Source: an optimization exercise on an open RTL-to-GDS flow (aim: small area, a short achievable clock period and few clock cycles per item). Production flows keep margins and buffers that such runs may drop.
At most, simulation tests tie the RTL to the original design; equivalence was not proved.
Power is estimated from default activity; no workload was simulated.

## the baseline
==> flow/design.v (excerpt) <==
module fp_mult_stream #(
    parameter int WIDTH      = 32,
    parameter int INT_WIDTH  = 16,
    parameter int FRAC_WIDTH = 16,
    parameter int SIGNED     = 1,
    parameter int STAGES     = 3,
    parameter int ROUND      = 1
) (
    input  logic              clk,
    input  logic              reset,
    input  logic              in_valid,
    output logic              in_ready,
    input  logic [WIDTH-1:0]  left,
    input  logic [WIDTH-1:0]  right,
    output logic              out_valid,
    input  logic              out_ready,
    output logic [WIDTH-1:0]  out,
    output logic              ovf
);
Size in the first run: ~3000 cells after synthesis, roughly 100 I/O pins, ~33000 µm² of cells after synthesis.
clock: 10.0 ns
lec_check: 0
abc_area: 1
cap_margin: 20
core_margin: 2
core_utilization: 40
cts_buf_list: sky130_fd_sc_hd__clkbuf_16
cts_cluster_diameter: 120
cts_cluster_size: 30
slew_margin: 20
synth_hierarchical: 1
standard.sh (not shown) runs the stock make flow with config.mk's settings and CLKGATE_MAP_FILE= SYNTH_SCRIPT=/design/flow/synth_recipe.tcl, a recipe that flattens the netlist after the stock synthesis.
==> flow/flow/run.sh <==
#!/bin/bash
set -euo pipefail
bash standard.sh SETUP_SLACK_MARGIN=6.3 "BUFFER_PORTS_ARGS=-buffer_cell sky130_fd_sc_hd__buf_2" finish > standard_flow.log 2>&1
Testbench counts of the baseline, summed over its fixed seeds: cycles 16,024, items 16,000.
For the candidate, these inputs were changed with respect to the baseline:
==> flow/flow/run.sh <==
#!/bin/bash
set -euo pipefail
bash standard.sh SETUP_SLACK_MARGIN=6.1 "BUFFER_PORTS_ARGS=-buffer_cell sky130_fd_sc_hd__buf_2" finish > standard_flow.log 2>&1
## What came out
Cmp the candidate and the baseline / number of cells in the finished layout apart from fillers / lower: the candidate. Summary: clock period minus final worst setup slack, the candidate worse than the baseline. The candidate completed every stage of the flow, and the final layout passed the timing, design-rule and antenna checks. Switching power of the nets is higher on the baseline. Of the two values seen for endpoint of the most critical setup path, cs_q[97] was produced by the baseline and cs_q[59] by the candidate. For the candidate, the worst setup path startpoint was one_q[4], unlike the baseline, where it was two_q[15].


== the previous run ==
fp_mult_stream, a different RTL version from the one above (not shown whole).
Size in the first run: roughly 100 I/O pins.
Settings: LEC_CHECK=0, ABC_AREA=1, CAP_MARGIN=0, CORE_MARGIN=2, CORE_UTILIZATION=40, CTS_BUF_LIST=sky130_fd_sc_hd__clkbuf_8, SLEW_MARGIN=0, SYNTH_HIERARCHICAL=1; clock period 10.0 ns.
==> flow/flow/run.sh <==
#!/bin/bash
set -euo pipefail
bash standard.sh SETUP_SLACK_MARGIN=6.1 "BUFFER_PORTS_ARGS=-buffer_cell sky130_fd_sc_hd__buf_2" finish > standard_flow.log 2>&1
The previous run reached the final stage; the timing, design-rule and antenna checks on its layout passed.
For the current run, these inputs were changed with respect to the previous run:
Settings: SLEW_MARGIN changed from 0 to 20; CAP_MARGIN changed from 0 to 20.
Findings:
- As far as cell count goes, the current run and the previous run are indistinguishable; the numbers are identical.
- Post-cts repair resize count came out exactly the same in the current run and the previous run.
- Reported for the current run and the previous run, count of fill cells added during filler insertion turned out identical to the last digit.
- From the current run to the previous run, die area did not move at all.
- First-iteration DRC count came out exactly the same in the current run and the previous run.
- [compare] base=the previous run new=the current run: average size of a mapped cell has remained practically unchanged, minimum period implied by the final worst setup slack has remained practically unchanged.
- Taking the previous run as the reference, in the current run transition at the pin with the smallest max-transition slack closely matched the old numbers; number of instances on the worst hold path roughly the same.
No functional check of the RTL was part of any run of this note.


Another version of the RTL of fp_mult_stream (not shown whole).
For scale: roughly 3,100 cells after synthesis, roughly 100 I/O pins, roughly 32,000 sq um of cells after synthesis.
// fp_mult_stream
module fp_mult_stream #(
    parameter int WIDTH      = 32,
    parameter int INT_WIDTH  = 16,
    parameter int FRAC_WIDTH = 16,
    parameter int SIGNED     = 1,
    parameter int STAGES     = 3,
    parameter int ROUND      = 1
) (
    input  logic              clk,
    input  logic              reset,
    input  logic              in_valid,
    output logic              in_ready,
    input  logic [WIDTH-1:0]  left,
    input  logic [WIDTH-1:0]  right,
    output logic              out_valid,
    input  logic              out_ready,
    output logic [WIDTH-1:0]  out,
    output logic              ovf
);
clock: 10.0 ns
lec_check: 0
abc_area: 1
cap_margin: 20
core_margin: 2
core_utilization: 40
slew_margin: 20
synth_hierarchical: 1
==> flow/flow/run.sh <==
#!/bin/bash
set -euo pipefail
bash standard.sh SETUP_SLACK_MARGIN=5.8 "BUFFER_PORTS_ARGS=-buffer_cell sky130_fd_sc_hd__buf_2" finish > standard_flow.log 2>&1
The first run completed without violations.
Change:
==> flow/flow/run.sh (replaced) <==
#!/bin/bash
set -euo pipefail
bash standard.sh SETUP_SLACK_MARGIN=6.0 "BUFFER_PORTS_ARGS=-buffer_cell sky130_fd_sc_hd__buf_2" finish > standard_flow.log 2>&1
After rerunning: Count of clock-buffer cells in the layout does not change; worst hold slack is about the same; total power rose by 1.8%; critical path depth grows by 2; die area does not change; routed wire length went up by 1.1%; global-route usage came out higher by 0.27 points; non-clock buffer count is higher by 17; final cell count rose by 0.46%; synthesized area does not change; flip-flop and latch count stays the same.
No functional check of the RTL was part of any run of this note.


Another version of the RTL of fp_mult_stream (not shown whole).
Size: roughly 3000 cells after synthesis, about 100 I/O pins, ~33000 sq um of cells after synthesis.
clock: 10.0 ns
lec_check: 0
abc_area: 1
cap_margin: 20
core_margin: 2
core_utilization: 40
cts_buf_list: sky130_fd_sc_hd__clkbuf_16
cts_cluster_diameter: 100
cts_cluster_size: 20
slew_margin: 20
synth_hierarchical: 1
==> flow/flow/run.sh <==
#!/bin/bash
set -euo pipefail
bash standard.sh SETUP_SLACK_MARGIN=6.2 "BUFFER_PORTS_ARGS=-buffer_cell sky130_fd_sc_hd__buf_2" finish > standard_flow.log 2>&1
Testbench counts at the start, summed over its fixed seeds: cycles 16,024, items 16,000.
Edit:
- CTS_BUF_LIST: sky130_fd_sc_hd__clkbuf_16 -> sky130_fd_sc_hd__clkbuf_8
- CTS_CLUSTER_DIAMETER: 100 -> unset
- CTS_CLUSTER_SIZE: 20 -> unset
What happened: The changed run went through all stages and came out clean; clock power rises by about 40%; synthesized area stays the same; wire length rises by about 1.5%.
Edit:
- CTS_BUF_LIST: sky130_fd_sc_hd__clkbuf_8 -> sky130_fd_sc_hd__clkbuf_16
- CTS_CLUSTER_DIAMETER: unset -> 120
- CTS_CLUSTER_SIZE: unset -> 30
Effect: The changed run finished with timing, DRC and antenna clean. Total power went down by 4.0%. Core utilization is lower by 0.88 points. Final area is lower by 2.0%.
Edit:
- CTS_CLUSTER_DIAMETER: 120 -> 80
Result: Utilization came out higher by 0.88 points. Non-clock buffer count goes up by 6. Via count climbs by about 1.1%.


Setup of TR:
fp_mult_stream, a different RTL version from the one above (not shown whole).
Size: about 3,000 cells after synthesis, about 100 I/O pins, ~0.032 mm^2 of cells after synthesis.
export LEC_CHECK = 0
export ABC_AREA = 1
export CAP_MARGIN = 20
export CORE_MARGIN = 2
export CORE_UTILIZATION = 40
export SLEW_MARGIN = 20
export SYNTH_HIERARCHICAL = 1
export TNS_END_PERCENT = 10
create_clock -name core_clock -period 10.0 [get_ports {clk}]
==> flow/flow/run.sh <==
#!/bin/bash
set -euo pipefail
bash standard.sh SETUP_SLACK_MARGIN=6.0 "BUFFER_PORTS_ARGS=-buffer_cell sky130_fd_sc_hd__buf_2" finish > standard_flow.log 2>&1
Testbench counts of TR, summed over its fixed seeds: cycles 16,024, items 16,000.
## Diff of input files: PW against TR
# TR
export LEC_CHECK = 0
export ABC_AREA = 1
export CAP_MARGIN = 20
export CORE_MARGIN = 2
export CORE_UTILIZATION = 40
export SLEW_MARGIN = 20
export SYNTH_HIERARCHICAL = 1
export TNS_END_PERCENT = 10
create_clock -name core_clock -period 10.0 [get_ports {clk}]
# PW
export LEC_CHECK = 0
export ABC_AREA = 1
export CAP_MARGIN = 20
export CORE_MARGIN = 2
export CORE_UTILIZATION = 40
export SLEW_MARGIN = 20
export SYNTH_HIERARCHICAL = 1
create_clock -name core_clock -period 10.0 [get_ports {clk}]
==> run notes <==
PW vs TR: total vias in the final route up. As far as final-layout clock-cell area share is concerned, PW and TR perform about the same. Final cycle utilization of the critical path, PW and TR: lower on PW. Going from TR to PW, die boundary height held, worst setup timing slack at the placement stage went up 14 ps.


build 77:
RTL: one of the versions met above, not the one the previous note started from.
Size: ~3000 cells after synthesis, ~100 I/O pins, ~33000 um2 of cells after synthesis.
==> flow/config.mk <==
export PLATFORM = sky130hd
export DESIGN_NAME = fp_mult_stream
export DESIGN_NICKNAME = fp_mult_stream
export VERILOG_FILES = /design/flow/design.v
export SDC_FILE = /design/flow/constraint.sdc
export NUM_CORES = 4
export LEC_CHECK = 0
export ABC_AREA = 1
export CAP_MARGIN = 20
export CORE_MARGIN = 2
export CORE_UTILIZATION = 40
export CTS_BUF_LIST = sky130_fd_sc_hd__clkbuf_8
export GPL_ROUTABILITY_DRIVEN = 0
export SLEW_MARGIN = 20
export SYNTH_HIERARCHICAL = 1
==> flow/constraint.sdc <==
create_clock -name core_clock -period 10.0 [get_ports {clk}]
set_input_delay 2.0000 -clock core_clock [delete_from_list [all_inputs] [get_ports {clk}]]
set_output_delay 2.0000 -clock core_clock [all_outputs]
set_load 0.01 [all_outputs]
==> flow/flow/run.sh <==
#!/bin/bash
set -euo pipefail
bash standard.sh SETUP_SLACK_MARGIN=6.2 "BUFFER_PORTS_ARGS=-buffer_cell sky130_fd_sc_hd__buf_2" finish > standard_flow.log 2>&1
Testbench counts of build 77, summed over its fixed seeds: cycles 16,024, items 16,000.
The inputs of build 69 differ from those of build 77 as listed below.
# build 77
export LEC_CHECK = 0
export ABC_AREA = 1
export CAP_MARGIN = 20
export CORE_MARGIN = 2
export CORE_UTILIZATION = 40
export CTS_BUF_LIST = sky130_fd_sc_hd__clkbuf_8
export GPL_ROUTABILITY_DRIVEN = 0
export SLEW_MARGIN = 20
export SYNTH_HIERARCHICAL = 1
create_clock -name core_clock -period 10.0 [get_ports {clk}]
# build 69
export LEC_CHECK = 0
export ABC_AREA = 1
export CAP_MARGIN = 20
export CORE_MARGIN = 2
export CORE_UTILIZATION = 40
export CTS_BUF_LIST = sky130_fd_sc_hd__clkbuf_16
export CTS_CLUSTER_DIAMETER = 110
export CTS_CLUSTER_SIZE = 25
export SLEW_MARGIN = 20
export SYNTH_HIERARCHICAL = 1
create_clock -name core_clock -period 10.0 [get_ports {clk}]
Results
Re final cell count without fillers: build 77 was higher than build 69.
In build 69 relative to build 77, peak ir drop on the vdd network had gone up slightly.
In build 69 the upper clock frequency limit turned out about 2.4% lower than in build 77.
Higher fraction of power spent switching nets goes to build 69 over build 77.
Input-level comparison between build 94 and build 69:
# build 69
export LEC_CHECK = 0
export ABC_AREA = 1
export CAP_MARGIN = 20
export CORE_MARGIN = 2
export CORE_UTILIZATION = 40
export CTS_BUF_LIST = sky130_fd_sc_hd__clkbuf_16
export CTS_CLUSTER_DIAMETER = 110
export CTS_CLUSTER_SIZE = 25
export SLEW_MARGIN = 20
export SYNTH_HIERARCHICAL = 1
create_clock -name core_clock -period 10.0 [get_ports {clk}]
# build 94
export LEC_CHECK = 0
export ABC_AREA = 1
export CAP_MARGIN = 20
export CORE_MARGIN = 2
export CORE_UTILIZATION = 40
export CTS_BUF_LIST = sky130_fd_sc_hd__clkbuf_16
export CTS_CLUSTER_DIAMETER = 120
export CTS_CLUSTER_SIZE = 30
export SLEW_MARGIN = 20
export SYNTH_HIERARCHICAL = 1
create_clock -name core_clock -period 10.0 [get_ports {clk}]
==> flow/flow/run.sh <==
#!/bin/bash
set -euo pipefail
bash standard.sh SETUP_SLACK_MARGIN=6.25 "BUFFER_PORTS_ARGS=-buffer_cell sky130_fd_sc_hd__buf_2" finish > standard_flow.log 2>&1
## What came out
- Build 94 against build 69: setup slack after layout went up by 120 ps, buffer count excluding the clock tree in the final layout moved up, worst hold slack went up by 4.3 ps.
- Number of buffers created by CTS: build 69 and build 94 compared, higher one is build 69
- Looking at reported leakage power, build 94 sits about 2% higher than build 69 does.


Starting RTL as in the previous note.
clock: 10.0 ns
lec_check: 0
abc_area: 1
cap_margin: 20
core_margin: 2
core_utilization: 40
cts_buf_list: sky130_fd_sc_hd__clkbuf_8
slew_margin: 20
synth_hierarchical: 1
==> flow/flow/run.sh <==
#!/bin/bash
set -euo pipefail
bash standard.sh SETUP_SLACK_MARGIN=6.2 "BUFFER_PORTS_ARGS=-buffer_cell sky130_fd_sc_hd__buf_2" finish > standard_flow.log 2>&1
The first run ran to the end with no violations.
Testbench counts at the start, summed over its fixed seeds: cycles 16,024, items 16,000.
Then changed:
==> flow/flow/run.sh (replaced) <==
#!/bin/bash
set -euo pipefail
bash standard.sh SETUP_SLACK_MARGIN=6.3 "BUFFER_PORTS_ARGS=-buffer_cell sky130_fd_sc_hd__buf_2" finish > standard_flow.log 2>&1
Result: Global-route usage climbs by 0.27 points; power climbs by 3.3%; setup slack gets better by 0.056 ns; clock skew stays flat; count of clock-buffer cells in the layout does not change; via count climbs by 2.6%; critical path depth is unchanged; fmax climbs by 1.5%; final area climbs by 3.9%; non-clock buffer count climbs by 32; sequential share of layout area drops by 0.93 points.


Another version of the RTL of fp_mult_stream (not shown whole).
Size: roughly 3100 cells after synthesis, roughly 100 I/O pins, about 32000 um2 of cells after synthesis.
clock: 10.0 ns
lec_check: 0
abc_area: 1
cap_margin: 20
core_margin: 2
core_utilization: 40
slew_margin: 20
synth_hierarchical: 1
==> flow/flow/run.sh <==
#!/bin/bash
# The standard layout (standard.sh), with repair_timing aiming for
# 6.0 ns of setup slack at the design's 10 ns clock.
set -euo pipefail
bash standard.sh SETUP_SLACK_MARGIN=6.0 finish > standard_flow.log 2>&1
Testbench counts at the start, summed over its fixed seeds: cycles 16,024, items 16,000.
Change:
==> flow/flow/run.sh (replaced) <==
#!/bin/bash
set -euo pipefail
bash standard.sh SETUP_SLACK_MARGIN=6.0 finish > standard_flow.log 2>&1
Result: Critical path depth stays the same. Synthesized area is unchanged. Core utilization stays the same. Count of clock-buffer cells in the layout does not change.

## afterwards: timing with drivers on the ports
The results above use ideal ports. As a check the final layouts listed here were re-extracted and re-timed, cells and wires unchanged. Step 1 assumes that a clkbuf_16 drives the clock port and a buf_2 every other input. Step 2 adds t to the input delays and takes it off the output delays; t is the mean of the earliest and latest rising clock arrival at the registers after step 1. Input paths then give back, and output paths get back, about the clock's delay inside the block. a / b / c = no drivers / after step 1 / after step 2; a / b = the first two.
run	t, ns	slack for setup (ns)	worst setup path at the end	cell pins on the clock port's net
the baseline	0.605	6.265 / 6.265 / 6.265	register to register	1
the candidate	0.603	6.116 / 6.116 / 6.116	register to register	1
the previous run	0.728	6.053 / 5.989 / 6.140	register to register	1
the current run	0.728	6.053 / 5.989 / 6.140	register to register	1
the first run of note 3	0.627	5.778 / 5.778 / 5.778	register to register	1
the second run of note 3	0.630	6.015 / 6.015 / 6.015	register to register	1
the first run of note 4	0.625	6.143 / 6.143 / 6.143	register to register	1
the second run of note 4	0.711	6.213 / 6.213 / 6.213	register to register	1
the third run of note 4	0.604	6.225 / 6.225 / 6.225	register to register	1
the fourth run of note 4	0.640	6.167 / 6.167 / 6.167	register to register	1
TR	0.633	5.921 / 5.921 / 5.921	register to register	1
PW	0.621	5.999 / 5.999 / 5.999	register to register	1
build 77	0.711	6.213 / 6.213 / 6.213	register to register	1
build 69	0.620	6.119 / 6.119 / 6.119	register to register	1
build 94	0.608	6.243 / 6.243 / 6.243	register to register	1
the first run of note 7	0.711	6.213 / 6.213 / 6.213	register to register	1
the second run of note 7	0.717	6.269 / 6.269 / 6.269	register to register	1
the first run of note 8	0.644	6.038 / 6.038 / 6.038	register to register	1
the second run of note 8	0.644	6.038 / 6.038 / 6.038	register to register	1
After both steps every run listed still meets setup and hold.
